From an optimization exercise on the open Yosys and OpenROAD flow, aimed at a short achievable clock period and few clock cycles per item; shortcuts taken in it are not production practice.
In this exercise RTL edits were held to simulation tests only and were not proved equivalent to the original.
Power is estimated from default activity; no workload was simulated.

`design/flow/standard.sh`:
```
#!/bin/bash
# synth_recipe.tcl (not shown) runs the flow's synth.tcl, then flattens the netlist and writes it again
# the make line also repeats each setting of config.mk as NAME=value (left out here)
make -C /OpenROAD-flow-scripts/flow DESIGN_CONFIG=/design/flow/config.mk WORK_HOME=/design/flow/orfs CLKGATE_MAP_FILE= SYNTH_SCRIPT=/design/flow/synth_recipe.tcl "${@:-finish}"
```
`design/flow/constraint.sdc`:
```
create_clock -name core_clock -period 5.0 [get_ports {clk}]
set_input_delay 1.0000 -clock core_clock [delete_from_list [all_inputs] [get_ports {clk}]]
set_output_delay 1.0000 -clock core_clock [all_outputs]
set_load 0.01 [all_outputs]
```
`design/flow/config.mk`:
```
export PLATFORM = sky130hd
export DESIGN_NAME = cpu16_backend
export DESIGN_NICKNAME = cpu16_backend
export VERILOG_FILES = /design/flow/design.v
export SDC_FILE = /design/flow/constraint.sdc
export NUM_CORES = 4
export LEC_CHECK = 0
export ABC_CLOCK_PERIOD_IN_PS = 1000
export CAP_MARGIN = 20
export CORE_MARGIN = 2
export CORE_UTILIZATION = 40
export PLACE_DENSITY = 0.65
export SETUP_SLACK_MARGIN = 3.2
export SLEW_MARGIN = 20
export TNS_END_PERCENT = 100
```
`design/flow/flow/run.sh`:
```
#!/bin/bash
# The standard layout, except that synthesis leaves adders to ABC instead of
# mapping them onto the library's half- and full-adder cells, and the slow
# majority cell is kept out of the netlist.
set -euo pipefail
PLAT=$(sed -n '/^export DONT_USE_CELLS +=/,/[^\\]$/p' "$FLOW_HOME/platforms/sky130hd/config.mk" | sed -e 's/export DONT_USE_CELLS +=//' -e 's/\\//g' | tr -s ' \n' ' ')
SLOW="sky130_fd_sc_hd__maj3_* sky130_fd_sc_hd__or4_* sky130_fd_sc_hd__or4b_* sky130_fd_sc_hd__or4bb_* sky130_fd_sc_hd__nor4_* sky130_fd_sc_hd__nor4b_* sky130_fd_sc_hd__nor4bb_* sky130_fd_sc_hd__a2111o_* sky130_fd_sc_hd__o2111a_* sky130_fd_sc_hd__mux4_*"
echo "DONT_USE_CELLS=$PLAT $SLOW" > dont_use.txt
bash standard.sh ADDER_MAP_FILE= "DONT_USE_CELLS=$PLAT $SLOW" finish > flow.log 2>&1
```
`design/flow/design.v`:
```
package cpu16_pkg;
    localparam int WORD_W   = 16;
    localparam int NUM_REGS = 8;
    localparam int REGVAL_W = NUM_REGS * WORD_W;
    localparam int RETIRE_W = 16 + 1 + WORD_W;
    localparam int CAP      = 7;
endpackage
`timescale 1ns/100ps
`timescale 1ns/100ps
import cpu16_pkg::*;
module alu_slice
(
    input  logic [7:0] op,
    input  logic [3:0] a,
    input  logic [3:0] b,
    input  logic       cin,      
    input  logic [3:0] sh,       
    input  logic [3:0] spill,    
    input  logic [3:0] imm,      
    input  logic [3:0] ld,       
    output logic [3:0] res,
    output logic       cout
);
    logic [4:0] add5;
    logic [4:0] sub5;
    logic [3:0] shl4;
    assign add5 = {1'b0, a} + {1'b0, b} + {4'd0, cin};
    assign sub5 = {1'b0, a} + {1'b0, ~b} + {4'd0, cin};
    assign shl4 = spill | ((sh[3:2] == 2'd0) ? (a << sh[1:0]) : 4'h0);
    assign cout = op[1] ? sub5[4] : add5[4];
    assign res = ({4{op[0]}} & add5[3:0])
               | ({4{op[1]}} & sub5[3:0])
               | ({4{op[2]}} & (a & b))
               | ({4{op[3]}} & (a | b))
               | ({4{op[4]}} & (a ^ b))
               | ({4{op[5]}} & shl4)
               | ({4{op[6]}} & imm)
               | ({4{op[7]}} & ld);
endmodule
`timescale 1ns/100ps
module data_mem
(
    input  logic [7:0]  addr,
    output logic [15:0] rdata
);
    logic hit;
    assign hit   = (addr[7:4] == 4'h0);
    assign rdata = hit ? {8'h10, addr[3:0], addr[3:0]} : 16'h0000;
endmodule
`timescale 1ns/100ps
`timescale 1ns/100ps
import cpu16_pkg::*;
module cpu16_backend
(
    input  logic    clk,
    input  logic    reset,
    input  logic    in_valid,
    output logic    in_ready,
    input  logic [15:0] in_instr,
    output logic    retire_valid,
    input  logic    retire_ready,
    output logic [32:0]  retire,
    output logic [REGVAL_W-1:0] regval
);
    logic [3:0]       s_v;
    logic [3:0][15:0] s_ins;
    logic [3:0][7:0]  s_op;
    logic [3:0][3:0]  s_a;
    logic [3:0][3:0]  s_b;
    logic [3:0]       s_cin;
    logic [3:0][3:0]  s_sh;       
    logic [3:0][3:0]  s_spill;    
    logic [3:0]       alow1;      
    logic [7:0]       alow2;
    logic [3:0]       pres1;      
    logic [7:0]       pres2;
    logic [11:0]      pres3;
    logic [3:0]       ldlo1;      
    logic [2:0]       ldk1;       
    logic             hit2;       
    logic             hit3;
    logic [3:0]       wb;
    logic [3:0]       isld;
    logic [3:0][3:0]  res;
    logic [3:0]       cout;
    logic             ld_late;    
    logic [3:0]       a1p;        
    logic [3:0]       ld_r0;      
    logic [7:0][3:0]  sr0, sr1, sr2, sr3;
    logic             r_v;        
    logic [15:0]      r_ins;
    logic [15:0]      r_res;
    logic [7:0]       r_we;       
    always_comb begin
        for (int k = 0; k < 4; k++) begin
            wb[k]   = s_v[k] && !s_ins[k][15];
            isld[k] = s_op[k][7];
        end
    end
    logic [4:0]  lo4;
    logic        imm4;
    logic        hit1;
    logic [15:0] ldw;
    assign lo4  = {1'b0, s_a[0]} + {1'b0, s_ins[0][3:0]};
    assign imm4 = s_ins[0][4];
    assign hit1 = (s_a[1] == 4'h0 && ldk1[0])
               || (s_a[1] == 4'hf && ldk1[1])
               || (s_a[1] == 4'he && ldk1[2]);
    data_mem u_mem (
        .addr  ({hit1 ? 4'h0 : 4'hf, ldlo1}),
        .rdata (ldw)
    );
    alu_slice u_s0 (
        .op (s_op[0]), .a (s_a[0]), .b (s_b[0]), .cin (s_cin[0]),
        .sh (s_b[0]), .spill (4'h0), .imm (s_ins[0][3:0]), .ld (ld_r0),
        .res (res[0]), .cout (cout[0])
    );
    alu_slice u_s1 (
        .op (s_op[1]), .a (s_a[1]), .b (s_b[1]), .cin (s_cin[1]),
        .sh (s_sh[1]), .spill (s_spill[1]), .imm (s_ins[1][7:4]), .ld (ldw[7:4]),
        .res (res[1]), .cout (cout[1])
    );
    alu_slice u_s2 (
        .op (s_op[2]), .a (s_a[2]), .b (s_b[2]), .cin (s_cin[2]),
        .sh (s_sh[2]), .spill (s_spill[2]), .imm (4'h0), .ld (4'h0),
        .res (res[2]), .cout (cout[2])
    );
    alu_slice u_s3 (
        .op (s_op[3]), .a (s_a[3]), .b (s_b[3]), .cin (s_cin[3]),
        .sh (s_sh[3]), .spill (s_spill[3]), .imm (4'h0), .ld ({3'b000, hit3}),
        .res (res[3]), .cout (cout[3])
    );
    logic        rdy;
    logic        accept;
    logic        stall;
    logic        w_v;
    logic [15:0] w_instr;
    logic        x_v;
    logic [15:0] x;
    logic [3:0]  xop;
    logic [7:0]  x1h;
    logic        m1a, m1b, m2a, m2b;
    logic [3:0]  iop;
    logic        iuse1;
    logic        iuse2;
    assign in_ready = rdy;
    assign accept   = in_valid && rdy;
    assign iop   = in_instr[15:12];
    assign iuse1 = iop <= 4'd5 || iop == 4'd7;
    assign iuse2 = iop <= 4'd5;
    assign stall = accept && wb[0] && isld[0] && ld_late
                && ((iuse1 && in_instr[7:5] == s_ins[0][10:8])
                 || (iuse2 && in_instr[4:2] == s_ins[0][10:8]));
    assign x_v  = w_v || (accept && !stall);
    assign x    = w_v ? w_instr : in_instr;
    assign xop  = x[15:12];
    always_comb begin
        x1h = '0;
        if (!xop[3])
            x1h[xop[2:0]] = 1'b1;
    end
    logic [3:0] v0_s1;
    assign v0_s1 = isld[1] ? ldw[3:0] : pres1;
    logic [3:0] ia, ib, wa, wb0;
    logic       m2wa, m2wb;
    assign m1a  = wb[0] && s_ins[0][10:8] == in_instr[7:5];
    assign m1b  = wb[0] && s_ins[0][10:8] == in_instr[4:2];
    assign m2a  = wb[1] && s_ins[1][10:8] == in_instr[7:5];
    assign m2b  = wb[1] && s_ins[1][10:8] == in_instr[4:2];
    assign m2wa = wb[1] && s_ins[1][10:8] == w_instr[7:5];
    assign m2wb = wb[1] && s_ins[1][10:8] == w_instr[4:2];
    logic [3:0] a1i, a1w;
    assign a1i = (wb[1] && s_ins[1][10:8] == in_instr[7:5]) ? res[1]
               : (wb[2] && s_ins[2][10:8] == in_instr[7:5]) ? pres2[7:4]
               : sr1[in_instr[7:5]];
    assign a1w = (wb[1] && s_ins[1][10:8] == w_instr[7:5]) ? res[1]
               : (wb[2] && s_ins[2][10:8] == w_instr[7:5]) ? pres2[7:4]
               : sr1[w_instr[7:5]];
    assign ia  = m1a ? res[0] : m2a ? v0_s1 : sr0[in_instr[7:5]];
    assign ib  = m1b ? res[0] : m2b ? v0_s1 : sr0[in_instr[4:2]];
    assign wa  = m2wa ? v0_s1 : sr0[w_instr[7:5]];
    assign wb0 = m2wb ? v0_s1 : sr0[w_instr[4:2]];
    always_ff @(posedge clk) begin
        s_ins[0] <= x;
        s_op[0]  <= x1h;
        s_cin[0] <= xop == 4'd1;
        s_a[0]   <= w_v ? wa : ia;
        s_b[0]   <= w_v ? wb0 : ib;
        a1p      <= w_v ? a1w : a1i;
        ld_late  <= !w_v && m1a;
        w_instr  <= in_instr;
    end
    logic [3:0] wb_n;
    logic [3:0][2:0] rd_n;
    logic [3:0][3:0] v_n;
    logic [3:1] mka, mkb, nka, nkb;
    assign wb_n = {r_v && !r_ins[15], wb[3:1]};
    assign rd_n = {r_ins[10:8], s_ins[3][10:8], s_ins[2][10:8], s_ins[1][10:8]};
    assign v_n  = {r_res[15:12], pres3[11:8], pres2[7:4], v0_s1};
    always_comb begin
        for (int k = 1; k < 4; k++) begin
            mka[k] = wb[k] && s_ins[k][10:8] == s_ins[k-1][7:5];
            mkb[k] = wb[k] && s_ins[k][10:8] == s_ins[k-1][4:2];
            nka[k] = wb_n[k] && rd_n[k] == s_ins[k-1][7:5];
            nkb[k] = wb_n[k] && rd_n[k] == s_ins[k-1][4:2];
        end
    end
    logic       hit0;
    assign hit0    = (a1p == 4'h0 && !imm4 && !lo4[4])
                  || (a1p == 4'hf && (imm4 ^ lo4[4]))
                  || (a1p == 4'he && imm4 && lo4[4]);
    assign ld_r0   = hit0 ? lo4[3:0] : 4'h0;
    logic [15:0] spill_1;
    logic [15:0] spill_2;
    logic [15:0] spill_3;
    assign spill_1 = {12'h000, s_a[0]} << s_b[0];
    assign spill_2 = {8'h00, s_a[1], alow1} << s_sh[1];
    assign spill_3 = {4'h0, s_a[2], alow2} << s_sh[2];
    always_ff @(posedge clk) begin
        for (int k = 1; k < 4; k++) begin
            s_ins[k] <= s_ins[k-1];
            s_op[k]  <= s_op[k-1];
            s_cin[k] <= cout[k-1];
        end
        s_a[1] <= mka[1] ? res[1] : nka[1] ? v_n[1] : sr1[s_ins[0][7:5]];
        s_b[1] <= mkb[1] ? res[1] : nkb[1] ? v_n[1] : sr1[s_ins[0][4:2]];
        s_a[2] <= mka[2] ? res[2] : nka[2] ? v_n[2] : sr2[s_ins[1][7:5]];
        s_b[2] <= mkb[2] ? res[2] : nkb[2] ? v_n[2] : sr2[s_ins[1][4:2]];
        s_a[3] <= mka[3] ? res[3] : nka[3] ? v_n[3] : sr3[s_ins[2][7:5]];
        s_b[3] <= mkb[3] ? res[3] : nkb[3] ? v_n[3] : sr3[s_ins[2][4:2]];
        s_sh[1] <= s_b[0];
        s_sh[2] <= s_sh[1];
        s_sh[3] <= s_sh[2];
        s_spill[1] <= spill_1[7:4];
        s_spill[2] <= spill_2[11:8];
        s_spill[3] <= spill_3[15:12];
        alow1 <= s_a[0];
        alow2 <= {s_a[1], alow1};
        pres1 <= res[0];
        pres2 <= {res[1], v0_s1};
        pres3 <= {res[2], pres2};
        ldlo1 <= lo4[3:0];
        ldk1  <= {imm4 && lo4[4], imm4 ^ lo4[4], !imm4 && !lo4[4]};
        hit2  <= ldw[12];
        hit3  <= hit2;
    end
    always_ff @(posedge clk) begin
        for (int i = 0; i < NUM_REGS; i++) begin
            if (reset) begin
                sr0[i] <= '0;
                sr1[i] <= '0;
                sr2[i] <= '0;
                sr3[i] <= '0;
            end else begin
                if (wb_n[0] && rd_n[0] == 3'(i))
                    sr0[i] <= v_n[0];
                if (wb_n[1] && rd_n[1] == 3'(i))
                    sr1[i] <= v_n[1];
                if (wb_n[2] && rd_n[2] == 3'(i))
                    sr2[i] <= v_n[2];
                if (wb_n[3] && rd_n[3] == 3'(i))
                    sr3[i] <= v_n[3];
            end
        end
    end
    always_ff @(posedge clk) begin
        r_ins <= s_ins[3];
        r_res <= {res[3], pres3};
        for (int i = 0; i < NUM_REGS; i++)
            r_we[i] <= !reset && wb[3] && s_ins[3][10:8] == 3'(i);
    end
    logic [CAP-1:0][15:0] q_instr;
    logic [CAP-1:0]       q_wr;
    logic [CAP-1:0][15:0] q_res;
    logic [CAP-1:0][7:0]  q_we;
    logic [CAP-1:0]       qv_r;
    logic [CAP:0]         qv;
    logic                 pop;
    logic                 push;
    logic                 keep0;
    logic [15:0]          h_instr;
    logic                 h_wr;
    logic [15:0]          h_res;
    logic                 h_v;
    logic [NUM_REGS-1:0][15:0] vr;
    logic [NUM_REGS-1:0]  vr_we;
    assign qv    = {1'b0, qv_r};
    assign pop   = qv[0] && retire_ready;
    assign push  = r_v;
    assign keep0 = qv[0] && !retire_ready;
    assign h_v     = qv[1] || push;
    assign h_instr = qv[1] ? q_instr[1] : r_ins;
    assign h_wr    = qv[1] ? q_wr[1]    : !r_ins[15];
    assign h_res   = qv[1] ? q_res[1]   : r_res;
    always_ff @(posedge clk) begin
        for (int k = 1; k < CAP; k++) begin
            if (!(qv[k] && !pop)) begin
                if (k + 1 < CAP && qv[k+1]) begin
                    q_instr[k] <= q_instr[k+1];
                    q_wr[k]    <= q_wr[k+1];
                    q_res[k]   <= q_res[k+1];
                    q_we[k]    <= q_we[k+1];
                end else begin
                    q_instr[k] <= r_ins;
                    q_wr[k]    <= !r_ins[15];
                    q_res[k]   <= r_res;
                    q_we[k]    <= r_we;
                end
            end
        end
    end
    always_ff @(posedge clk) begin
        if (reset) begin
            q_instr[0] <= '0;
            q_wr[0]    <= 1'b0;
            q_res[0]   <= '0;
        end else if (!keep0) begin
            q_instr[0] <= h_instr;
            q_wr[0]    <= h_wr;
            q_res[0]   <= h_res;
        end
    end
    assign vr_we = {NUM_REGS{!keep0}} & (qv[1] ? q_we[1] : r_we);
    always_ff @(posedge clk) begin
        for (int i = 0; i < NUM_REGS; i++) begin
            if (reset)
                vr[i] <= '0;
            else if (vr_we[i])
                vr[i] <= h_res;
        end
    end
    logic [CAP-1:0] fl;
    logic [CAP:0]   fl_up;
    logic [CAP:0]   fl_dn;
    logic           room;
    assign fl_up = {fl, 1'b1};
    assign fl_dn = {1'b0, 1'b0, fl[CAP-1:1]};
    assign room  = (accept && !pop) ? !fl[CAP-2] : (pop && !accept) ? 1'b1 : !fl[CAP-1];
    always_ff @(posedge clk) begin
        if (reset) begin
            s_v  <= '0;
            w_v  <= 1'b0;
            r_v  <= 1'b0;
            qv_r <= '0;
            fl   <= '0;
            rdy  <= 1'b1;
        end else begin
            s_v  <= {s_v[2:0], x_v};
            w_v  <= stall;
            r_v  <= s_v[3];
            for (int k = 0; k < CAP; k++) begin
                if (pop)
                    qv_r[k] <= qv[k+1] || (push && qv[k]);
                else
                    qv_r[k] <= qv[k] || (push && (k == 0 || qv[k-1]));
            end
            if (accept && !pop)
                fl <= fl_up[CAP-1:0];
            else if (pop && !accept)
                fl <= fl_dn[CAP-1:0];
            rdy  <= room && !stall;
        end
    end
    assign retire_valid = qv[0];
    assign retire       = {q_instr[0], q_wr[0], q_res[0]};
    always_comb begin
        for (int i = 0; i < NUM_REGS; i++)
            regval[i*WORD_W +: WORD_W] = vr[i];
    end
endmodule
```
==> results of run 1 <==
[cells by family (layout without fill, tap and decap cells)]
| group | count (synthesis) | after routing | synth area share |
|---|---|---|---|
| muxes | 565 | 565 | 0.1685 |
| buffers and inverters | 322 | 647 | 0.03943 |
| AOI/OAI and AO/OA | 667 | 667 | 0.1312 |
| and+or+nand+nor | 802 | 811 | 0.1036 |
| xor gates and xnor gates | 102 | 102 | 0.02549 |
| DFF | 816 | 816 | 0.5318 |
[final timing paths]
path,start,end,slack [ps],cells past startpoint
hold / removal,s_ins[59],r_ins[11],330,0
setup / recovery,rdy,in_ready,2870,1
hold reg to reg,s_ins[59],r_ins[11],330,0
setup reg to reg,s_a[6],a1p[1],2930,8
[state kept, by name, indices dropped and copies added (netlist names), 8 cells and up]
name	count
vr	128
q_instr	112
q_res	112
s_ins	64
q_we	48
sr0	32
sr1	32
sr2	32
sr3	32
s_op	30
r_ins	16
r_res	16
s_a	16
s_b	16
w_instr	16
pres3	12
s_sh	12
s_spill	12
alow2	8
pres2	8
r_we	8
[power by group through the flow]
stage,registers (W),clock network [W],logic [W]
floorplan,0.00739,0,0.000850
finish,0.00747,0.00661,0.00128
global placement,0.00759,0,0.000972
CTS,0.00746,0.00673,0.00118
global route,0.00751,0.00701,0.00137
detailed placement,0.00760,0,0.000986
[layout make-up]
type / instances / area share
Timing Repair Buffer: 432 / 0.1012
Inverter: 54 / 0.004840
Multi-Input combinational cell: 2145 / 0.3688
Tap cell: 1165 / 0.03241
Sequential cell: 816 / 0.4263
Clock buffer: 122 / 0.05369
Clock inverter: 39 / 0.01274
[cells in the final DEF, fill, tap and decap left out, drive strengths merged, types with 64 or more instances in the layout]
cell and count:
mux2 241, clkbuf 129, nand2 127, nor2b 99, a21oi 142, xnor2 82, buf 411, nor2 429
mux2i 324, edfxtp 246, a211oi 283, dfxtp 570, o21ai 64
[synthesized netlist by cell type, types with 14 or more instances]
library cell / n
nand3b_1: 15
nand4_1: 21
a31oi_1: 16
mux2i_1: 324
buf_4: 34
o21ai_0: 62
nand2b_1: 14
clkbuf_1: 179
buf_2: 40
a21o_1: 19
buf_1: 14
mux2_2: 241
a21oi_1: 142
xnor2_1: 82
xor2_1: 19
nor2_1: 420
a211oi_1: 283
nor3_1: 19
edfxtp_1: 246
nand3_1: 34
nor2b_1: 99
o211ai_1: 19
dfxtp_1: 570
nand2_1: 127
inv_1: 52
o22ai_1: 16
[metrics by stage]
| step | util | total power, W |
|---|---|---|
| after floorplan | - | 0.008239 |
| after global placement | 0.4334 | 0.008562 |
| after detailed placement | 0.4336 | 0.008587 |
| after CTS | 0.4958 | 0.01537 |
| after global routing | 0.5113 | 0.01589 |
| final | 0.5113 | 0.01536 |
[per-layer routing]
metal  up-vias  wire [µm]  global-route usage  part of all wire
met2       770      44400              0.3339              0.48
li1      12387          -                   -                 -
met1     12565      40440              0.2541              0.43
met4         2       2713             0.06254             0.029
met3       203       5441             0.03199             0.059
met5         -         10                   0           0.00011
[what timing repair did]
| action | in CTS | in global routing |
|---|---|---|
| gates resized for setup | 1286 | 142 |
| setup buffers | 106 | 92 |
| pin swaps | 53 | 50 |
| gates cloned | 14 | 3 |
| endpoints found under the setup margin | 877 | 408 |
==> results.sh, run 1 <==
export IMPL_drive_gt1_frac=0.3514
export IMPL_finalWirelength_mm=93.00
export IMPL_start_util=0.4018
export IMPL_finalHoldViolations=0
export IMPL_dr_pass1_iters=6
export IMPL_seq_area_um2=19180
export IMPL_wl_per_cell_um=19.48
export IMPL_yosysTopAreaCell="dfxtp_1"
export IMPL_synthCells=3274
export IMPL_path_class="flop to output pin"
export IMPL_ios=183
export IMPL_finClkSkew_ps=63.70
export IMPL_p_leak_nw=17.33
export IMPL_max_clock_freq_mhz=468.7
export IMPL_synthesis_nets=3294
export IMPL_root_buffer="clkbuf_16"
export IMPL_ctsHoldBuffers=0
export IMPL_yosys_warnings=6
export IMPL_drt_antenna_violating_nets=0
export IMPL_cp_cell_sequence="buf_6"
export IMPL_powerDensity_nw_per_um2=341.5
export IMPL_row_count=109
export IMPL_grt_pass1_vias=24695
export IMPL_area_delta_synth_final_pct=27.25
export IMPL_dp_hpwl_mm=56.87
export IMPL_die_area_um2=90760
export IMPL_antenna_found_initial=2
export IMPL_hp_class="flop to flop"
export IMPL_crit_family="flip-flops"
export IMPL_async_reset_ff_frac=0
export IMPL_core_area_um2=87970
export IMPL_cts_buffers_inserted=86
export IMPL_grt_max_degree=116
export IMPL_synth_cell_type_count=76
export IMPL_combPwrFrac=0.084
export IMPL_ir_drop_v=0.0002970
export IMPL_drc=0
export IMPL_seq_power_share=0.486
export IMPL_vias=25927
export IMPL_placed_cells=4397
export IMPL_worstPathMaxFanout=2
export IMPL_synth_ff_type="dfxtp_1"
export IMPL_critical_path_arrival_ps=1130
export IMPL_rsz0062_at_grt="true"
export IMPL_synth_seq_cells=816
export IMPL_grt_pass1_wl_mm=142.7
export IMPL_fin_crit_sh=0.4267
export IMPL_path_clk_slew_ps=60
export IMPL_fill_cells=7633
export IMPL_fin_ws_ps=2866
export IMPL_clockBufferDepth=3
export IMPL_dpl_instance_area_um2=38140
export IMPL_drv_slew=0
export IMPL_place_ws_ps=1619
export IMPL_status="finished clean"
export IMPL_clkPwrFrac=0.430
export IMPL_routabilityCongestion=0.8558
export IMPL_cts_tree="built"
export IMPL_nets=3555
export IMPL_grt_overflow=0
export IMPL_vias_per_cell=5.432
export IMPL_fin_crit_ps=2134
export IMPL_final_setup_tns_ps=0
export IMPL_tightest_slew_ps=750.7
export IMPL_synth_edff_count=246
export IMPL_hold_ws_ps=325.6
export IMPL_worst_setup_path_end_kind="output pin"
export IMPL_maxCapViolations=0
export IMPL_track_usage=0.1962
export IMPL_portBuffers=182
export IMPL_h_tree_depth=3
export IMPL_die_h_um=301.3
export IMPL_syn_area_um2=35350
export IMPL_multiInputGateArea_um2=16590
export IMPL_startpoint_type="flop"
export IMPL_p_int_w=0.01164
export IMPL_cp_slowest_cell="dfxtp_4"
export IMPL_p_switching_w=0.003716
export IMPL_die_w_um=301.3
export IMPL_clock_sinks=816
export IMPL_clk_latency_ps=660
export IMPL_slew_limit_headroom=0.4989
export IMPL_p_sw_frac=0.2419
export IMPL_stdcell_area_um2=44980
export IMPL_syn_avg_cell_area_um2=10.80
export IMPL_yosysSeqAreaShare=0.5318
export IMPL_finalSetupViolations=0
export IMPL_final_cell_count_no_fill=4773
export IMPL_critPathMaxStageDelay_ps=350
export IMPL_path_buf_inv=1
export IMPL_synthTopCellsByArea="dfxtp_1 32%, edfxtp_1 21%, mux2i_1 9.2%"
export IMPL_worstPathRequired_ps=4000
export IMPL_diodes=0
export IMPL_drtIter0Drc=1776
export IMPL_synth_top_cell_area_share=0.3228
Testbench counts, summed over its fixed seeds: cycles 3,258, instructions 3,200.
==> run 2: changes to the inputs <==
--- a/design/flow/config.mk
+++ b/design/flow/config.mk
@@ -8,8 +8,8 @@
 export ABC_CLOCK_PERIOD_IN_PS = 1000
 export CAP_MARGIN = 20
 export CORE_MARGIN = 2
-export CORE_UTILIZATION = 40
-export PLACE_DENSITY = 0.65
+export CORE_UTILIZATION = 25
+export PLACE_DENSITY = 0.45
 export SETUP_SLACK_MARGIN = 3.2
 export SLEW_MARGIN = 20
 export TNS_END_PERCENT = 100
==> results.sh, run 2 <==
export IMPL_status="finished clean"
export IMPL_yosysTopAreaCell="dfxtp_1"
export IMPL_rsz0062_at_grt="true"
export IMPL_drc=0
export IMPL_yosys_top_cells_count="570 x dfxtp_1, 420 x nor2_1, 324 x mux2i_1"
export IMPL_worstPathRequired_ps=4000
export IMPL_track_usage=0.1372
export IMPL_crit_family="flip-flops"
export IMPL_seq_power_share=0.468
export IMPL_slew_limit_headroom=0.4557
export IMPL_synth_seq_cells=816
export IMPL_path_clk_slew_ps=60
export IMPL_worst_setup_path_end_kind="output pin"
export IMPL_die_h_um=380.0
export IMPL_drive_gt1_frac=0.3516
export IMPL_grt_pass1_vias=24685
export IMPL_p_sw_frac=0.2444
export IMPL_die_area_um2=144400
export IMPL_critical_path_arrival_ps=1190
export IMPL_max_clock_freq_mhz=457.2
export IMPL_nets=3561
export IMPL_ir_drop_v=0.0002287
export IMPL_yosys_warnings=6
export IMPL_place_ws_ps=1583
export IMPL_path_class="flop to output pin"
export IMPL_synth_ff_type="dfxtp_1"
export IMPL_p_switching_w=0.003904
export IMPL_drt_antenna_violating_nets=0
export IMPL_synthTopCellsByArea="dfxtp_1 32%, edfxtp_1 21%, mux2i_1 9.2%"
export IMPL_holdPathStages=0
export IMPL_maxCapViolations=0
export IMPL_grt_max_degree=128
export IMPL_holdPathEnd="s_ins[60]"
export IMPL_fin_ws_ps=2813
export IMPL_critPathMaxStageDelay_ps=370
export IMPL_p_leak_nw=17.42
export IMPL_syn_avg_cell_area_um2=10.80
export IMPL_vias=25290
export IMPL_die_w_um=380.0
export IMPL_area_delta_synth_final_pct=30.46
export IMPL_synthesis_nets=3294
export IMPL_cts_tree="built"
export IMPL_regToRegEndpoint="s_a[1]"
export IMPL_core_area_um2=139900
export IMPL_reg2reg_depth=8
export IMPL_dr_pass1_iters=5
export IMPL_fin_crit_sh=0.4374
export IMPL_drv_slew=0
export IMPL_h_tree_depth=3
export IMPL_clkPwrFrac=0.449
export IMPL_finalSetupViolations=0
export IMPL_drtIter0Drc=1671
export IMPL_wl_per_cell_um=18.56
export IMPL_hold_ws_ps=322.9
export IMPL_synth_cell_type_count=76
export IMPL_clock_sinks=816
export IMPL_portBuffers=182
export IMPL_path_buf_inv=1
export IMPL_cp_cell_sequence="buf_6"
export IMPL_finClkSkew_ps=50.67
export IMPL_yosysMostFrequentCell="dfxtp_1"
export IMPL_final_setup_tns_ps=0
export IMPL_top_register="vr"
export IMPL_tightest_slew_ps=815.4
export IMPL_largest_reg_flops=128
export IMPL_cts_buffers_inserted=95
export IMPL_yosysSeqAreaShare=0.5318
export IMPL_combPwrFrac=0.084
export IMPL_regToRegSetupSlack_ps=2910
export IMPL_antenna_found_initial=2
export IMPL_row_count=137
export IMPL_synth_edff_count=246
export IMPL_hp_class="flop to flop"
export IMPL_r2r_start="s_a[0]"
export IMPL_reg_largest_list="vr x128, q_instr x112, q_res x112"
export IMPL_grt_overflow=0
export IMPL_async_reset_ff_frac=0
export IMPL_layout_common_cells="386 x nor2_1, 332 x dfxtp_1, 304 x mux2i_1"
export IMPL_root_buffer="clkbuf_16"
export IMPL_finalHoldViolations=0
export IMPL_p_int_w=0.01207
export IMPL_start_util=0.2527
export IMPL_synth_top_cell_area_share=0.3228
export IMPL_fin_crit_ps=2187
export IMPL_synthCells=3274
export IMPL_ctsHoldBuffers=0
export IMPL_vias_per_cell=4.603
export IMPL_grt_pass1_wl_mm=157.1
export IMPL_finalWirelength_mm=101.9
export IMPL_routabilityCongestion=0.7857
export IMPL_clk_latency_ps=710
export IMPL_min_delay_start="s_ins[44]"
export IMPL_startpoint_type="flop"
export IMPL_diodes=0
export IMPL_powerDensity_nw_per_um2=346.4
export IMPL_ios=183
export IMPL_layout_commonest_cell="nor2_1"
export IMPL_cp_slowest_cell="dfxtp_4"
export IMPL_syn_area_um2=35350
export IMPL_clockBufferDepth=3
export IMPL_worstPathMaxFanout=2
export IMPL_dp_hpwl_mm=65.17
run 2: timing repair:
item / 4_1_cts / 5_1_grt
gates resized for setup: 1291 / 162
setup endpoints to repair: 850 / 431
cloned: 10 / 0
pin swaps: 63 / 62
setup buffers: 122 / 80
run 2: kinds of logic (layout without fill, tap and decap cells):
logic type,after synthesis,after routing,synth area share
AO/OA/AOI/OAI,667,668,0.1312
buffers and inverters,322,659,0.03943
multiplexers,565,565,0.1685
AND/OR/NAND/NOR,802,808,0.1036
XOR/XNOR,102,102,0.02549
flip-flops,816,816,0.5318
run 2: routing by layer:
layer,vias up,wire (µm),track usage
met4,0,2062,0.03542
met3,140,4235,0.02545
met1,12190,50120,0.1939
met2,516,45530,0.2141
li1,12444,-,-
met5,-,0,0
run 2: through the flow:
| step | instance area (µm²) | cells | power (W) | util |
|---|---|---|---|---|
| final | 46110 | 5494 | 0.01597 | 0.3297 |
| after global placement | 39040 | 5106 | 0.008636 | 0.2791 |
| after global routing | 46110 | 5494 | 0.01662 | 0.3297 |
| after CTS | 44960 | 5414 | 0.01612 | 0.3214 |
| after detailed placement | 39070 | 5108 | 0.008648 | 0.2793 |
| after floorplan | 35860 | 3274 | 0.008239 | - |
run 2: final cells by class:
cell class,instances,area (µm²)
Clock inverter,34,440.4
Fill cell,14099,93760
Tap cell,1876,2347
Clock buffer,140,2799
Sequential cell,816,19200
Timing Repair Buffer,431,4461
Multi-Input combinational cell,2143,16660
Inverter,54,206.4
run 2: power groups by stage:
stage	Clock [W]	Combinational [W]	Sequential [W]
4_1_cts	0.00739	0.00126	0.00747
3_5_place_dp	0	0.00104	0.00761
2_1_floorplan	0	0.000850	0.00739
3_3_place_gp	0	0.00103	0.00760
5_1_grt	0.00767	0.00144	0.00751
6_report	0.00717	0.00133	0.00747
run 2: worst max path at each step:
| stage | startpoint | end | cells past startpoint |
|---|---|---|---|
| 3_5_place_dp | in_instr[7] | s_a[1] | 8 |
| 2_1_floorplan | in_instr[5] | s_a[1] | 7 |
| 3_3_place_gp | in_instr[3] | s_b[2] | 8 |
| 6_report | vr[70] | regval[70] | 1 |
| 4_1_cts | vr[70] | regval[70] | 1 |
| 5_1_grt | vr[70] | regval[70] | 1 |
==> run 3: changes to the inputs <==
--- a/design/flow/config.mk
+++ b/design/flow/config.mk
@@ -8,8 +8,8 @@
 export ABC_CLOCK_PERIOD_IN_PS = 1000
 export CAP_MARGIN = 20
 export CORE_MARGIN = 2
-export CORE_UTILIZATION = 25
-export PLACE_DENSITY = 0.45
+export CORE_UTILIZATION = 35
+export PLACE_DENSITY = 0.55
 export SETUP_SLACK_MARGIN = 3.2
 export SLEW_MARGIN = 20
 export TNS_END_PERCENT = 100
==> results.sh, run 3 <==
export IMPL_tightest_slew_ps=679.9
export IMPL_clkPwrFrac=0.437
export IMPL_cts_tree="built"
export IMPL_wl_per_cell_um=19.67
export IMPL_worstPathMaxFanout=7
export IMPL_syn_avg_cell_area_um2=10.80
export IMPL_synth_top_cell_area_share=0.3228
export IMPL_synth_ff_type="dfxtp_1"
export IMPL_status="finished clean"
export IMPL_p_leak_nw=17.38
export IMPL_row_count=116
export IMPL_grt_pass1_wl_mm=147.9
export IMPL_wl_met3_mm=4.346
export IMPL_fill_cells=9232
export IMPL_path_clk_slew_ps=60
export IMPL_layout_common_cells="382 x nor2_1, 329 x dfxtp_1, 305 x mux2i_1"
export IMPL_slew_limit_headroom=0.5461
export IMPL_portBuffers=182
export IMPL_root_buffer="clkbuf_16"
export IMPL_finalSetupViolations=0
export IMPL_ios=183
export IMPL_p_int_w=0.01185
export IMPL_finalWirelength_mm=96.51
export IMPL_yosysSeqAreaShare=0.5318
export IMPL_drive_gt1_frac=0.3540
export IMPL_maxCapViolations=0
export IMPL_hp_class="flop to flop"
export IMPL_dr_pass1_iters=7
export IMPL_core_area_um2=100100
export IMPL_placed_cells=4529
export IMPL_track_usage=0.1808
export IMPL_top_register="vr"
export IMPL_start_util=0.3529
export IMPL_critPathMaxStageDelay_ps=450
export IMPL_path_class="flop to flop"
export IMPL_clk_latency_ps=660
export IMPL_drt_antenna_violating_nets=0
export IMPL_nets=3554
export IMPL_vias=25397
export IMPL_synth_edff_count=246
export IMPL_fin_crit_sh=0.4271
export IMPL_path_buf_inv=0
export IMPL_die_area_um2=103500
export IMPL_crit_family="compound AO/OA/AOI/OAI gates"
export IMPL_final_cell_count_no_fill=4906
export IMPL_multiInputGateArea_um2=16710
export IMPL_p_sw_frac=0.2401
export IMPL_yosys_warnings=6
export IMPL_syn_area_um2=35350
export IMPL_worst_setup_path_end_kind="flop"
export IMPL_seq_area_um2=19180
export IMPL_finClkSkew_ps=22.53
export IMPL_regToRegSetupSlack_ps=2860
export IMPL_synthTopCellsByArea="dfxtp_1 32%, edfxtp_1 21%, mux2i_1 9.2%"
export IMPL_h_tree_depth=3
export IMPL_drtIter0Drc=1753
export IMPL_drv_slew=0
export IMPL_largest_reg_flops=128
export IMPL_grt_max_degree=132
export IMPL_met1_length_mm=44.30
export IMPL_final_setup_tns_ps=0
export IMPL_antenna_found_initial=3
export IMPL_top_layer_used="met4"
export IMPL_worstPathRequired_ps=5550
export IMPL_yosys_top_cells_count="570 x dfxtp_1, 420 x nor2_1, 324 x mux2i_1"
export IMPL_synthCells=3274
export IMPL_critical_path_arrival_ps=2680
export IMPL_cts_buffers_inserted=88
export IMPL_die_w_um=321.8
export IMPL_cp_slowest_cell="dfxtp_4"
export IMPL_clockBufferDepth=3
export IMPL_area_delta_synth_final_pct=28.10
export IMPL_rsz0062_at_grt="true"
export IMPL_wl_met2_mm=45.84
export IMPL_routabilityCongestion=0.8148
export IMPL_seq_power_share=0.479
export IMPL_p_switching_w=0.003746
export IMPL_grt_overflow=0
export IMPL_vias_per_cell=5.177
export IMPL_layout_commonest_cell="nor2_1"
export IMPL_die_h_um=321.8
export IMPL_ir_drop_v=0.0002033
export IMPL_max_clock_freq_mhz=468.3
export IMPL_reg_largest_list="vr x128, q_instr x112, q_res x112"
export IMPL_combPwrFrac=0.084
export IMPL_dp_hpwl_mm=60.11
export IMPL_yosysTopAreaCell="dfxtp_1"
export IMPL_finalHoldViolations=0
export IMPL_powerDensity_nw_per_um2=344.5
export IMPL_synthesis_nets=3294
export IMPL_synth_seq_cells=816
export IMPL_clock_sinks=816
export IMPL_async_reset_ff_frac=0
export IMPL_ctsHoldBuffers=0
export IMPL_drc=0
export IMPL_startpoint_type="flop"
export IMPL_cp_cell_sequence="mux2i_4 > o21ai_2 > a222oi_1 > a21boi_2 > o2111ai_4 > a221o_1"
export IMPL_grt_pass1_vias=24467
export IMPL_fin_crit_ps=2135
export IMPL_yosysMostFrequentCell="dfxtp_1"
export IMPL_synth_cell_type_count=76
-- run 3: metrics by stage --
| stage | utilization | setup slack, ps | hold slack, ps | power, W | instance area [µm²] |
|---|---|---|---|---|---|
| after global placement | 0.3824 | 1577 | 309.9 | 0.008589 | 38290 |
| after detailed placement | 0.3827 | 1509 | 312.1 | 0.008609 | 38330 |
| after global routing | 0.4521 | 2823 | 330.1 | 0.01619 | 45280 |
| after floorplan | - | 2705 | 309.6 | 0.008239 | 35860 |
| after CTS | 0.4394 | 2833 | 307.5 | 0.01568 | 44000 |
| final | 0.4521 | 2865 | 312.7 | 0.01560 | 45280 |
-- run 3: power by group through the flow --
stage / Combinational [W] / Sequential (W) / Clock (W)
global route: 0.00140 / 0.00752 / 0.00727
global placement: 0.000995 / 0.00759 / 0
floorplan: 0.000850 / 0.00739 / 0
finish: 0.00131 / 0.00748 / 0.00681
CTS: 0.00122 / 0.00747 / 0.00699
detailed placement: 0.00101 / 0.00760 / 0
-- run 3: worst register-to-register path, cell delays in order, from the launching register on --
cell and delay [ps]:
dfxtp_4 450, mux2i_4 290, o21ai_2 80, a222oi_1 390, a21boi_2 280, o2111ai_4 170
a221o_1 350
-- run 3: logic make-up after synthesis --
logic type | after synthesis | synth area share
buffers and inverters | 322 | 0.03943
XOR/XNOR | 102 | 0.02549
flip-flops | 816 | 0.5318
AO/OA/AOI/OAI | 667 | 0.1312
multiplexers | 565 | 0.1685
AND/OR/NAND/NOR | 802 | 0.1036
-- run 3: layout make-up --
class / count / area share
flip-flops and latches: 816 / 0.4236
multi-input cells: 2143 / 0.3690
repair buffers: 431 / 0.09920
clock buffers: 121 / 0.05593
well taps: 1298 / 0.03587
clock inverters: 42 / 0.01161
inverters: 54 / 0.004698
diodes: 1 / 0.00005527
-- run 3: routing by layer --
metal | vias up | track usage
met5 | - | 0
met4 | 0 | 0.05306
met3 | 151 | 0.02716
met2 | 573 | 0.3039
met1 | 12265 | 0.2399
li1 | 12408 | -
-- run 3: final timing paths --
| check | from | end | cells after the start |
|---|---|---|---|
| min | s_ins[50] | r_ins[2] | 0 |
| min reg2reg | s_ins[50] | r_ins[2] | 0 |
| max reg2reg | s_b[0] | s_a[2] | 6 |
| max | s_b[0] | s_a[2] | 6 |
-- run 3: timing repair --
action | CTS | global route
setup endpoints to repair | 789 | 452
pin swaps | 63 | 60
setup buffers | 122 | 79
cloned | 10 | 2
resized for setup | 1285 | 171
==> run 4: changes to the inputs <==
--- a/design/flow/config.mk
+++ b/design/flow/config.mk
@@ -8,8 +8,8 @@
 export ABC_CLOCK_PERIOD_IN_PS = 1000
 export CAP_MARGIN = 20
 export CORE_MARGIN = 2
-export CORE_UTILIZATION = 35
-export PLACE_DENSITY = 0.55
-export SETUP_SLACK_MARGIN = 3.2
+export CORE_UTILIZATION = 40
+export PLACE_DENSITY = 0.6
+export SETUP_SLACK_MARGIN = 2.95
 export SLEW_MARGIN = 20
 export TNS_END_PERCENT = 100
==> results.sh, run 4 <==
export IMPL_layout_commonest_cell="nor2_1"
export IMPL_diodes=0
export IMPL_synth_ff_type="dfxtp_1"
export IMPL_yosysTopAreaCell="dfxtp_1"
export IMPL_reg2reg_depth=6
export IMPL_synthTopCellsByArea="dfxtp_1 32%, edfxtp_1 21%, mux2i_1 9.2%"
export IMPL_synth_top_cell_area_share=0.3228
export IMPL_holdPathEnd="r_res[3]"
export IMPL_p_switching_w=0.003696
export IMPL_finalSetupViolations=0
export IMPL_row_count=109
export IMPL_path_class="flop to flop"
export IMPL_clock_sinks=816
export IMPL_start_util=0.4018
export IMPL_grt_max_degree=115
export IMPL_drv_slew=0
export IMPL_cts_buffers_inserted=85
export IMPL_vias_per_cell=5.324
export IMPL_layout_common_cells="401 x nor2_1, 362 x dfxtp_1, 314 x mux2i_1"
export IMPL_critical_path_arrival_ps=2660
export IMPL_finClkSkew_ps=61.74
export IMPL_r2r_start="s_a[1]"
export IMPL_largest_reg_flops=128
export IMPL_syn_avg_cell_area_um2=10.80
export IMPL_drt_antenna_violating_nets=0
export IMPL_cts_tree="built"
export IMPL_grt_pass1_vias=23735
export IMPL_yosysMostFrequentCell="dfxtp_1"
export IMPL_ios=183
export IMPL_root_buffer="clkbuf_16"
export IMPL_synthesis_nets=3294
export IMPL_final_util=0.4939
export IMPL_ir_drop_v=0.0002587
export IMPL_synth_cell_type_count=76
export IMPL_antenna_found_initial=3
export IMPL_synthCells=3274
export IMPL_synth_seq_cells=816
export IMPL_finalHoldViolations=0
export IMPL_startpoint_type="flop"
export IMPL_worstPathMaxFanout=12
export IMPL_reg_largest_list="vr x128, q_instr x112, q_res x112"
export IMPL_finalWirelength_mm=90.65
export IMPL_drc=0
export IMPL_track_usage=0.1915
export IMPL_worst_setup_path_end_kind="flop"
export IMPL_status="finished clean"
export IMPL_final_setup_tns_ps=0
export IMPL_p_int_w=0.01158
export IMPL_yosysSeqAreaShare=0.5318
export IMPL_vias=24989
export IMPL_drtIter0Drc=1690
export IMPL_area_delta_synth_final_pct=22.92
export IMPL_top_register="vr"
export IMPL_dp_hpwl_mm=57.36
export IMPL_routabilityCongestion=0.8444
export IMPL_hp_class="flop to flop"
export IMPL_core_area_um2=87970
export IMPL_slew_limit_headroom=0.3194
export IMPL_grt_overflow=0
export IMPL_combPwrFrac=0.077
export IMPL_fill_cells=7895
export IMPL_ctsHoldBuffers=0
export IMPL_yosys_warnings=6
export IMPL_clk_latency_ps=650
export IMPL_max_clock_freq_mhz=471.1
export IMPL_tightest_slew_ps=1001
export IMPL_wl_per_cell_um=19.31
export IMPL_portBuffers=182
export IMPL_cp_cell_sequence="a31oi_1 > o311ai_2 > or3_4 > o211ai_1 > o2111ai_4 > a221o_1"
export IMPL_fin_crit_sh=0.4245
export IMPL_regToRegEndpoint="s_a[2]"
export IMPL_p_leak_nw=16.73
export IMPL_die_area_um2=90760
export IMPL_path_clk_slew_ps=60
export IMPL_drive_gt1_frac=0.3035
export IMPL_maxCapViolations=0
export IMPL_worstPathRequired_ps=5540
export IMPL_clkPwrFrac=0.434
export IMPL_die_w_um=301.3
export IMPL_dr_pass1_iters=5
export IMPL_synth_edff_count=246
export IMPL_cp_slowest_cell="or3_4"
export IMPL_p_sw_frac=0.2419
export IMPL_die_h_um=301.3
export IMPL_async_reset_ff_frac=0
export IMPL_fin_crit_ps=2123
export IMPL_yosys_top_cells_count="570 x dfxtp_1, 420 x nor2_1, 324 x mux2i_1"
export IMPL_clockBufferDepth=3
export IMPL_rsz0062_at_grt="true"
export IMPL_nets=3478
export IMPL_seq_power_share=0.488
export IMPL_holdPathStages=0
export IMPL_regToRegSetupSlack_ps=2880
export IMPL_critPathMaxStageDelay_ps=430
export IMPL_syn_area_um2=35350
export IMPL_powerDensity_nw_per_um2=351.7
export IMPL_grt_pass1_wl_mm=138.9
export IMPL_min_delay_start="pres3[3]"
export IMPL_h_tree_depth=3
## run 4: cells by family (layout without fill, tap and decap cells)
logic type | count (synthesis) | in the layout | share of synthesized area
flip-flops | 816 | 816 | 0.5318
AND/OR/NAND/NOR | 802 | 807 | 0.1036
AO/OA/AOI/OAI | 667 | 667 | 0.1312
multiplexers | 565 | 565 | 0.1685
buffers and inverters | 322 | 572 | 0.03943
XOR/XNOR | 102 | 102 | 0.02549
## run 4: worst max path at each step
stage                       from        to  slack (ps)  depth (start not counted)
floorplan            in_instr[5]    s_a[0]        2700                          7
global placement    retire_ready    vr[25]        1510                          5
detailed placement   in_instr[3]    s_b[1]        1490                          7
CTS                          rdy  in_ready        2840                          1
global route              s_b[0]    s_a[1]        2810                          7
finish                    s_a[1]    s_a[2]        2880                          6
## run 4: power groups by stage
stage,logic (W),registers (W),clock network [W]
2_1_floorplan,0.000834,0.00739,0
3_3_place_gp,0.000984,0.00758,0
3_5_place_dp,0.000996,0.00759,0
4_1_cts,0.00112,0.00745,0.00679
5_1_grt,0.00127,0.00750,0.00708
6_report,0.00118,0.00746,0.00664
## run 4: critical path, delay by kind of cell (launching register included)
family / cells / cell delay [ps]
AND/OR/NAND/NOR: 1 / 430
flip-flops: 1 / 410
AO/OA/AOI/OAI: 5 / 1200
## run 4: metal layers
metal / track usage / part of all wire / up-vias
met5: 0 / 0.00014 / -
li1: - / - / 12249
met2: 0.3142 / 0.47 / 656
met4: 0.04786 / 0.018 / 2
met3: 0.02997 / 0.056 / 118
met1: 0.2636 / 0.46 / 11964
## run 4: layout make-up
cell class	count	area, µm²	area share
clock buffer	115	2439	0.05613
tap	1165	1458	0.03355
clock inverter	43	556.8	0.01281
inverter	54	202.7	0.004665
multi-input combinational	2141	16010	0.3686
timing repair buffer	360	3674	0.08455
sequential	816	19110	0.4397
## run 4: metrics by stage
stage          hold WS, ps  std cells  setup slack [ps]  instance area (µm²)  total power (W)
2_1_floorplan        309.6       3274              2701                35540         0.008221
3_3_place_gp         309.8       4398              1507                37930         0.008566
6_report             318.8       4694              2877                43450          0.01528
4_1_cts              315.3       4629              2840                42530          0.01536
3_5_place_dp         312.1       4398              1487                37930         0.008587
5_1_grt              320.4       4694              2806                43450          0.01585
## run 4: what timing repair did
| action | in CTS | in global routing |
|---|---|---|
| gates resized for setup | 1149 | 106 |
| pin swaps | 28 | 33 |
| buffers inserted | 68 | 60 |
| setup endpoints to repair | 722 | 396 |
| gates cloned | 5 | 5 |
==> run 5: changes to the inputs <==
--- a/design/flow/config.mk
+++ b/design/flow/config.mk
@@ -10,6 +10,6 @@
 export CORE_MARGIN = 2
 export CORE_UTILIZATION = 40
 export PLACE_DENSITY = 0.6
-export SETUP_SLACK_MARGIN = 2.95
+export SETUP_SLACK_MARGIN = 3.05
 export SLEW_MARGIN = 20
 export TNS_END_PERCENT = 100
==> results.sh, run 5 <==
export IMPL_status="finished clean"
export IMPL_reg_largest_list="vr x128, q_instr x112, q_res x112"
export IMPL_drive_gt1_frac=0.3226
export IMPL_finClkSkew_ps=47.54
export IMPL_synth_seq_cells=816
export IMPL_critical_path_arrival_ps=1120
export IMPL_root_buffer="clkbuf_16"
export IMPL_total_power_w=0.01532
export IMPL_die_w_um=301.3
export IMPL_powerDensity_nw_per_um2=348.0
export IMPL_dp_hpwl_mm=58.10
export IMPL_worstPathMaxFanout=2
export IMPL_synthTopCellsByArea="dfxtp_1 32%, edfxtp_1 21%, mux2i_1 9.2%"
export IMPL_ctsHoldBuffers=0
export IMPL_yosysTopAreaCell="dfxtp_1"
export IMPL_top_register="vr"
export IMPL_slew_limit_headroom=0.3222
export IMPL_synth_cell_type_count=76
export IMPL_start_util=0.4018
export IMPL_nets=3505
export IMPL_crit_family="flip-flops"
export IMPL_critPathMaxStageDelay_ps=360
export IMPL_grt_max_degree=112
export IMPL_synth_top_cell_area_share=0.3228
export IMPL_fin_crit_sh=0.4244
export IMPL_cp_slowest_cell="dfxtp_2"
export IMPL_fill_cells=7881
export IMPL_row_count=109
export IMPL_path_buf_inv=1
export IMPL_syn_area_um2=35350
export IMPL_finalWirelength_mm=92.25
export IMPL_startpoint_type="flop"
export IMPL_yosysMostFrequentCell="dfxtp_1"
export IMPL_antenna_found_initial=2
export IMPL_clkPwrFrac=0.433
export IMPL_worst_setup_path_end_kind="output pin"
export IMPL_dr_pass1_iters=6
export IMPL_max_clock_freq_mhz=471.2
export IMPL_clk_latency_ps=660
export IMPL_yosys_top_cells_count="570 x dfxtp_1, 420 x nor2_1, 324 x mux2i_1"
export IMPL_rsz0062_at_grt="true"
export IMPL_diodes=0
export IMPL_async_reset_ff_frac=0
export IMPL_area_delta_synth_final_pct=24.55
export IMPL_p_int_w=0.01162
export IMPL_layout_common_cells="388 x nor2_1, 349 x dfxtp_1, 312 x mux2i_1"
export IMPL_drc=0
export IMPL_synthesis_nets=3294
export IMPL_die_area_um2=90760
export IMPL_grt_overflow=0
export IMPL_worstPathRequired_ps=4000
export IMPL_grt_pass1_vias=23915
export IMPL_portBuffers=182
export IMPL_layout_commonest_cell="nor2_1"
export IMPL_maxCapViolations=0
export IMPL_wl_per_cell_um=19.53
export IMPL_vias_per_cell=5.358
export IMPL_track_usage=0.1945
export IMPL_yosysSeqAreaShare=0.5318
export IMPL_p_sw_frac=0.2414
export IMPL_cts_tree="built"
export IMPL_vias=25313
export IMPL_final_setup_tns_ps=0
export IMPL_routabilityCongestion=0.8379
export IMPL_fin_crit_ps=2122
export IMPL_yosys_warnings=6
export IMPL_drtIter0Drc=1656
export IMPL_h_tree_depth=3
export IMPL_syn_avg_cell_area_um2=10.80
export IMPL_p_leak_nw=16.95
export IMPL_clock_sinks=816
export IMPL_synth_ff_type="dfxtp_1"
export IMPL_largest_reg_flops=128
export IMPL_synthCells=3274
export IMPL_die_h_um=301.3
export IMPL_ir_drop_v=0.0003046
export IMPL_hp_class="flop to flop"
export IMPL_cp_cell_sequence="buf_6"
export IMPL_ios=183
export IMPL_path_class="flop to output pin"
export IMPL_seq_power_share=0.487
export IMPL_combPwrFrac=0.080
export IMPL_drv_slew=0
export IMPL_finalHoldViolations=0
export IMPL_finalSetupViolations=0
export IMPL_cts_buffers_inserted=87
export IMPL_drt_antenna_violating_nets=0
export IMPL_p_switching_w=0.003698
export IMPL_clockBufferDepth=3
export IMPL_core_area_um2=87970
export IMPL_path_clk_slew_ps=60
export IMPL_synth_edff_count=246
export IMPL_grt_pass1_wl_mm=140.8
export IMPL_tightest_slew_ps=996.9
## run 5: cell counts after synthesis
Identical to the previous run, type by type.
## run 5: power by group through the flow
stage          logic [W]  registers (W)  clock network (W)
2_1_floorplan   0.000837        0.00739                  0
3_3_place_gp    0.000975        0.00759                  0
3_5_place_dp    0.000985        0.00760                  0
4_1_cts          0.00115        0.00746            0.00678
5_1_grt          0.00132        0.00750            0.00706
6_report         0.00123        0.00746            0.00663
## run 5: cells by family (layout without fill, tap and decap cells)
family,count (synthesis),in the layout,share of synthesized area
AOI/OAI and AO/OA,667,667,0.1312
DFF,816,816,0.5318
and+or+nand+nor,802,808,0.1036
muxes,565,565,0.1685
xor gates and xnor gates,102,102,0.02549
buffers and inverters,322,601,0.03943
## run 5: what timing repair did
| item | in CTS | in global routing |
|---|---|---|
| cloned | 3 | 4 |
| resized for setup | 1193 | 125 |
| setup buffers | 80 | 77 |
| pin swaps | 41 | 46 |
| setup endpoints to repair | 729 | 387 |
## run 5: area by class of cell
cell class,instances,area (µm²),area share
Multi-Input combinational cell,2142,16310,0.3705
Sequential cell,816,19140,0.4349
Clock inverter,22,270.3,0.006139
Tap cell,1165,1458,0.03311
Inverter,54,202.7,0.004604
Clock buffer,141,2746,0.06238
Timing Repair Buffer,384,3891,0.08839
## run 5: final timing paths
check                 start          to  slack (ps)  cells after the start
setup / recovery  q_res[10]  retire[10]        2880                      1
hold / removal    s_ins[61]   r_ins[13]         320                      0
setup reg to reg   s_ins[4]      s_a[2]        2920                      7
hold reg to reg   s_ins[61]   r_ins[13]         320                      0
## run 5: metal layers
layer | up-vias | wire, µm | GRT usage | part of all wire
met3 | 150 | 5253 | 0.03163 | 0.057
met1 | 12190 | 41650 | 0.2630 | 0.45
met4 | 0 | 1830 | 0.04951 | 0.020
li1 | 12302 | - | - | -
met5 | - | 0 | 0 | 0
met2 | 671 | 43510 | 0.3236 | 0.47
## run 5: through the flow
step	cell area (µm²)	hold WS [ps]	utilization	setup slack (ps)	instances
after floorplan	35630	309.6	-	2701	3274
after global placement	37970	311.2	0.4316	1493	4394
after detailed placement	38020	312.1	0.4322	1414	4397
after CTS	42910	323.3	0.4878	2853	4643
after global routing	44020	328.4	0.5005	2843	4724
final	44020	324.2	0.5005	2878	4724
==> run 6: changes to the inputs <==
==> design/flow/flow/run.sh (replaced) <==
#!/bin/bash
# The standard layout, except that synthesis leaves adders to ABC instead of
# mapping them onto the library's half- and full-adder cells, and the slow
# majority cell is kept out of the netlist.
set -euo pipefail
PLAT=$(sed -n '/^export DONT_USE_CELLS +=/,/[^\\]$/p' "$FLOW_HOME/platforms/sky130hd/config.mk" | sed -e 's/export DONT_USE_CELLS +=//' -e 's/\\//g' | tr -s ' \n' ' ')
SLOW="sky130_fd_sc_hd__maj3_*"
echo "DONT_USE_CELLS=$PLAT $SLOW" > dont_use.txt
bash standard.sh ADDER_MAP_FILE= "DONT_USE_CELLS=$PLAT $SLOW" finish > flow.log 2>&1
--- a/design/flow/config.mk
+++ b/design/flow/config.mk
@@ -8,8 +8,8 @@
 export ABC_CLOCK_PERIOD_IN_PS = 1000
 export CAP_MARGIN = 20
 export CORE_MARGIN = 2
-export CORE_UTILIZATION = 40
-export PLACE_DENSITY = 0.6
-export SETUP_SLACK_MARGIN = 3.05
+export CORE_UTILIZATION = 30
+export PLACE_DENSITY = 0.5
+export SETUP_SLACK_MARGIN = 3.2
 export SLEW_MARGIN = 20
 export TNS_END_PERCENT = 100
==> results.sh, run 6 <==
export IMPL_multiInputGateArea_um2=15950
export IMPL_row_count=124
export IMPL_h_tree_depth=3
export IMPL_drt_antenna_violating_nets=0
export IMPL_layout_commonest_cell="nor2_1"
export IMPL_synth_ff_type="dfxtp_1"
export IMPL_worstPathMaxFanout=8
export IMPL_path_class="flop to flop"
export IMPL_regToRegSetupSlack_ps=2870
export IMPL_finalHoldViolations=0
export IMPL_dr_pass1_iters=5
export IMPL_hp_class="flop to flop"
export IMPL_powerDensity_nw_per_um2=327.3
export IMPL_die_h_um=343.3
export IMPL_reg2reg_depth=6
export IMPL_cp_slowest_cell="a2111o_1"
export IMPL_yosysSeqAreaShare=0.5442
export IMPL_clkPwrFrac=0.465
export IMPL_fill_cells=11051
export IMPL_grt_pass1_vias=22970
export IMPL_clockBufferDepth=3
export IMPL_vias=23930
export IMPL_yosys_top_cells_count="570 x dfxtp_1, 399 x nor2_1, 246 x edfxtp_1"
export IMPL_portBuffers=182
export IMPL_nets=3274
export IMPL_syn_avg_cell_area_um2=11.64
export IMPL_synthTopCellsByArea="dfxtp_1 33%, edfxtp_1 21%, mux2_2 7.3%"
export IMPL_worst_setup_path_end_kind="flop"
export IMPL_startpoint_type="flop"
export IMPL_antenna_found_initial=0
export IMPL_grt_overflow=0
export IMPL_cts_buffers_inserted=91
export IMPL_cp_cell_sequence="a21oi_1 > o311ai_4 > nor2_4 > xnor2_4 > a2111o_1 > a221o_1"
export IMPL_finClkSkew_ps=44.14
export IMPL_layout_common_cells="358 x nor2_1, 337 x dfxtp_1, 246 x edfxtp_1"
export IMPL_wl_per_cell_um=19.18
export IMPL_ir_drop_v=0.0002575
export IMPL_final_setup_tns_ps=0
export IMPL_p_switching_w=0.003294
export IMPL_drv_slew=0
export IMPL_critPathMaxStageDelay_ps=460
export IMPL_reg_largest_list="vr x128, q_instr x112, q_res x112"
export IMPL_grt_pass1_wl_mm=142.0
export IMPL_cts_tree="built"
export IMPL_synth_top_cell_area_share=0.3304
export IMPL_ios=183
export IMPL_rsz0062_at_grt="true"
export IMPL_status="finished clean"
export IMPL_vias_per_cell=4.941
export IMPL_maxCapViolations=0
export IMPL_drc=0
export IMPL_diodes=0
export IMPL_worst_path_stages=6
export IMPL_yosysMostFrequentCell="dfxtp_1"
export IMPL_largest_reg_flops=128
export IMPL_path_clk_slew_ps=60
export IMPL_async_reset_ff_frac=0
export IMPL_routabilityCongestion=0.7922
export IMPL_grt_max_degree=115
export IMPL_die_area_um2=117900
export IMPL_seq_power_share=0.490
export IMPL_finalWirelength_mm=92.91
export IMPL_p_leak_nw=16.75
export IMPL_final_cell_count_no_fill=4843
export IMPL_track_usage=0.1536
export IMPL_synth_seq_cells=816
export IMPL_fin_crit_ps=2130
export IMPL_critical_path_arrival_ps=2680
export IMPL_clk_latency_ps=670
export IMPL_die_w_um=343.3
export IMPL_root_buffer="clkbuf_16"
export IMPL_holdPathStages=0
export IMPL_dp_hpwl_mm=59.37
export IMPL_crit_family="compound AO/OA/AOI/OAI gates"
export IMPL_path_buf_inv=0
export IMPL_drtIter0Drc=1522
export IMPL_worstPathRequired_ps=5550
export IMPL_tightest_slew_ps=796.2
export IMPL_synthesis_nets=2988
export IMPL_p_sw_frac=0.2252
export IMPL_synthCells=2968
export IMPL_yosysTopAreaCell="dfxtp_1"
export IMPL_synth_cell_type_count=77
export IMPL_finalSetupViolations=0
export IMPL_clock_sinks=816
export IMPL_core_area_um2=114200
export IMPL_syn_area_um2=34540
export IMPL_area_delta_synth_final_pct=29.37
export IMPL_p_int_w=0.01133
export IMPL_yosys_warnings=6
export IMPL_placed_cells=4456
export IMPL_fin_crit_sh=0.4260
export IMPL_drive_gt1_frac=0.4035
export IMPL_start_util=0.3025
export IMPL_max_clock_freq_mhz=469.4
export IMPL_slew_limit_headroom=0.4692
export IMPL_combPwrFrac=0.044
export IMPL_seq_area_um2=19160
export IMPL_synth_edff_count=246
export IMPL_top_register="vr"
==> run 6: cell count changes after synthesis, moves of 18 or more <==
cell | previous run | this run
a211oi_1 | 283 | 179
a21oi_1 | 142 | 87
mux2i_1 | 324 | 206
mux4_2 | 0 | 101
nor2_1 | 420 | 399
nor2b_1 | 99 | 42
o21ai_0 | 62 | 80
==> run 6: kinds of logic (layout without fill, tap and decap cells) <==
group / after synthesis / count (layout) / synth area share
XOR/XNOR: 102 / 102 / 0.02586
buffers and inverters: 283 / 641 / 0.03583
AO/OA/AOI/OAI: 508 / 508 / 0.1017
multiplexers: 532 / 532 / 0.1989
AND/OR/NAND/NOR: 727 / 732 / 0.09349
flip-flops: 816 / 816 / 0.5442
==> run 6: cell type report <==
cell class	count	area share
Timing Repair Buffer	428	0.09836
Sequential cell	816	0.4288
Tap cell	1512	0.04234
Clock buffer	134	0.06115
Clock inverter	36	0.008512
Multi-Input combinational cell	1874	0.3570
Inverter	43	0.003808
==> run 6: final timing paths <==
check,startpoint,end
worst max-delay path,s_a[0],s_a[2]
worst max register to register,s_a[0],s_a[2]
worst min-delay path,s_ins[27],s_ins[43]
worst min register to register,s_ins[27],s_ins[43]
==> run 6: power groups by stage <==
stage / combinational (W) / clock (W) / sequential, W
3_3_place_gp: 0.000493 / 0 / 0.00732
5_1_grt: 0.000690 / 0.00726 / 0.00720
4_1_cts: 0.000594 / 0.00699 / 0.00718
2_1_floorplan: 0.000428 / 0 / 0.00719
3_5_place_dp: 0.000497 / 0 / 0.00732
6_report: 0.000645 / 0.00681 / 0.00717
==> run 6: per-stage QoR <==
step | instance area (µm²) | worst slack (ps) | util | hold slack [ps] | power, W
after floorplan | 34980 | 2678 | - | 309.6 | 0.007614
after global placement | 37780 | 1380 | 0.3308 | 310.4 | 0.007809
after detailed placement | 37810 | 1354 | 0.3311 | 312.1 | 0.007818
after CTS | 43260 | 2809 | 0.3788 | 324.4 | 0.01476
after global routing | 44690 | 2807 | 0.3913 | 324.6 | 0.01515
final | 44690 | 2870 | 0.3913 | 321.6 | 0.01462
==> run 6: repair_timing <==
item,CTS,global route
endpoints found under the setup margin,832,458
hold buffers,0,0
hold endpoints to repair,0,0
buffers inserted,110,100
gates resized for setup,1279,176
cloned,7,0
pin swaps,73,75
==> run 6: metal layers <==
| metal | GRT usage | vias to the layer above | share of wire |
|---|---|---|---|
| li1 | - | 11464 | - |
| met1 | 0.2032 | 11816 | 0.45 |
| met2 | 0.2574 | 516 | 0.48 |
| met3 | 0.02664 | 134 | 0.046 |
| met4 | 0.04403 | 0 | 0.023 |
| met5 | 0 | - | 0 |
==> run 6: worst register-to-register path: stages (launching register included) <==
cell and delay (ps):
dfxtp_4 430, a21oi_1 150, o311ai_4 400, nor2_4 90, xnor2_4 160, a2111o_1 460, a221o_1 330
==> run 7: changes to the inputs <==
==> design/flow/flow/run.sh (replaced) <==
#!/bin/bash
# The standard layout, except that synthesis leaves adders to ABC instead of
# mapping them onto the library's half- and full-adder cells.
set -euo pipefail
bash standard.sh ADDER_MAP_FILE= finish > flow.log 2>&1
==> results.sh, run 7 <==
export IMPL_start_util=0.3018
export IMPL_layout_common_cells="346 x nor2_1, 340 x dfxtp_1, 246 x edfxtp_1"
export IMPL_worstPathMaxFanout=7
export IMPL_path_buf_inv=1
export IMPL_wl_per_cell_um=19.27
export IMPL_synthCells=2935
export IMPL_clock_sinks=816
export IMPL_ir_drop_v=0.0002484
export IMPL_worst_setup_path_end_kind="flop"
export IMPL_vias=23713
export IMPL_synthMuxAreaShare=0.1997
export IMPL_path_clk_slew_ps=60
export IMPL_row_count=124
export IMPL_grt_pass1_wl_mm=139.9
export IMPL_largest_reg_flops=128
export IMPL_syn_area_um2=34470
export IMPL_die_area_um2=117600
export IMPL_synth_ff_type="dfxtp_1"
export IMPL_die_h_um=342.9
export IMPL_yosys_warnings=6
export IMPL_drv_slew=0
export IMPL_dpl_instance_area_um2=37750
export IMPL_dr_pass1_iters=6
export IMPL_drive_gt1_frac=0.4098
export IMPL_die_w_um=342.9
export IMPL_clk_latency_ps=650
export IMPL_fin_crit_ps=2219
export IMPL_cts_buffers_inserted=89
export IMPL_h_tree_depth=3
export IMPL_routabilityCongestion=0.7959
export IMPL_status="finished clean"
export IMPL_synthSimpleGateAreaFrac=0.09214
export IMPL_cts_tree="built"
export IMPL_worst_path_stages=7
export IMPL_powerDensity_nw_per_um2=320.1
export IMPL_finalSetupViolations=0
export IMPL_ios=183
export IMPL_synthXorXnorAreaFrac=0.02538
export IMPL_synth_top_family_by_area="multiplexers"
export IMPL_grt_max_degree=115
export IMPL_p_leak_nw=16.72
export IMPL_synth_edff_count=246
export IMPL_reg_largest_list="vr x128, q_instr x112, q_res x112"
export IMPL_grt_pass1_vias=22741
export IMPL_dp_hpwl_mm=58.25
export IMPL_crit_family="adder cells"
export IMPL_synth_seq_cells=816
export IMPL_path_class="flop to flop"
export IMPL_reg2reg_depth=7
export IMPL_final_util=0.3894
export IMPL_yosysMostFrequentCell="dfxtp_1"
export IMPL_fin_crit_sh=0.4437
export IMPL_drtIter0Drc=1191
export IMPL_yosysTopAreaCell="dfxtp_1"
export IMPL_async_reset_ff_frac=0
export IMPL_final_setup_tns_ps=0
export IMPL_synth_top_cell_area_share=0.3311
export IMPL_clockBufferDepth=3
export IMPL_drt_antenna_violating_nets=0
export IMPL_top_register="vr"
export IMPL_worstPathRequired_ps=5500
export IMPL_finalWirelength_mm=92.73
export IMPL_finClkSkew_ps=35.86
export IMPL_stdcell_area_um2=44460
export IMPL_synthAdderAreaFrac=0.005445
export IMPL_core_area_um2=114200
export IMPL_max_clock_freq_mhz=450.7
export IMPL_synthesis_nets=2955
export IMPL_syn_avg_cell_area_um2=11.74
export IMPL_diodes=0
export IMPL_vias_per_cell=4.929
run 7: report_power, final:
group | switching, W | internal [W]
logic | 0.000318 | 0.000334
registers | 0.000202 | 0.00698
clock network | 0.00268 | 0.00372
run 7: logic make-up (layout without fill, tap and decap cells):
| kind of cell | count (synthesis) | in the layout |
|---|---|---|
| buf+inv | 281 | 637 |
| xor+xnor | 99 | 99 |
| fa+ha+maj | 18 | 18 |
| simple gates | 709 | 716 |
| mux | 533 | 533 |
| flops | 816 | 816 |
| compound gates | 479 | 480 |
run 7: per-stage QoR:
stage,std cells,setup slack [ps],hold WS (ps),total power [W]
3_5_place_dp,4425,1697,312.1,0.007824
5_1_grt,4811,2745,326.4,0.01474
3_3_place_gp,4424,1730,312.2,0.007816
2_1_floorplan,2935,2688,309.6,0.007612
6_report,4811,2781,318.5,0.01423
4_1_cts,4724,2804,325.5,0.01437
run 7: final timing paths:
check	slack [ps]	end	start
worst min register to register	320	s_ins[43]	s_ins[27]
worst max-delay path	2780	s_b[3]	s_a[0]
worst max register to register	2780	s_b[3]	s_a[0]
worst min-delay path	320	s_ins[43]	s_ins[27]
run 7: worst register-to-register path: stages (launching register included):
cell and delay [ps]:
dfxtp_4 380, maj3_2 320, maj3_2 330, maj3_2 340
xor2_1 160, a221oi_2 270, buf_4 170, a31oi_1 90
run 7: area by class of cell:
type / instances / area [µm²]
timing repair buffer: 435 / 4492
tap: 1512 / 1892
multi-input combinational: 1846 / 15890
clock buffer: 135 / 2616
inverter: 41 / 161.4
sequential: 816 / 19170
fill: 10990 / 69730
clock inverter: 26 / 245.2
run 7: what timing repair did:
item / 4_1_cts / 5_1_grt
gates cloned: 11 / 1
resized for setup: 1297 / 150
pin swaps: 101 / 82
endpoints found under the setup margin: 830 / 423
setup buffers: 127 / 86
run 7: routing by layer:
layer / routed length (µm) / global-route usage / vias up
li1: - / - / 11354
met1: 42690 / 0.2045 / 11640
met2: 43540 / 0.2488 / 553
met3: 3916 / 0.02211 / 166
met4: 2587 / 0.04803 / 0
met5: 0 / 0 / -

-- what the ideal ports hide --
The flow's constraints put no driver on any port. The routed layouts listed below were extracted and timed again, unchanged, in two steps. Step 1 sets driving cells, clkbuf_16 on the clock port and buf_2 on the other inputs (assumed; they add their load-dependent delay and slew). Step 2, shift: input delay + t, output delay - t, t = (earliest + latest rising clock arrival at the registers) / 2. This alone moves slack from input paths to output paths. a / b / c = ideal / step 1 / step 2; a / b = the first two.
run | t, ns | setup slack, ns
run 1 | 0.692 | 2.866 / 2.807 / 2.286
run 2 | 0.745 | 2.813 / 2.747 / 2.286
run 3 | 0.703 | 2.865 / 2.825 / 2.331
run 4 | 0.688 | 2.877 / 2.824 / 2.335
run 5 | 0.692 | 2.878 / 2.817 / 2.396
run 6 | 0.710 | 2.870 / 2.809 / 2.363
run 7 | 0.704 | 2.781 / 2.781 / 2.375
After both steps every run listed still meets setup and hold.
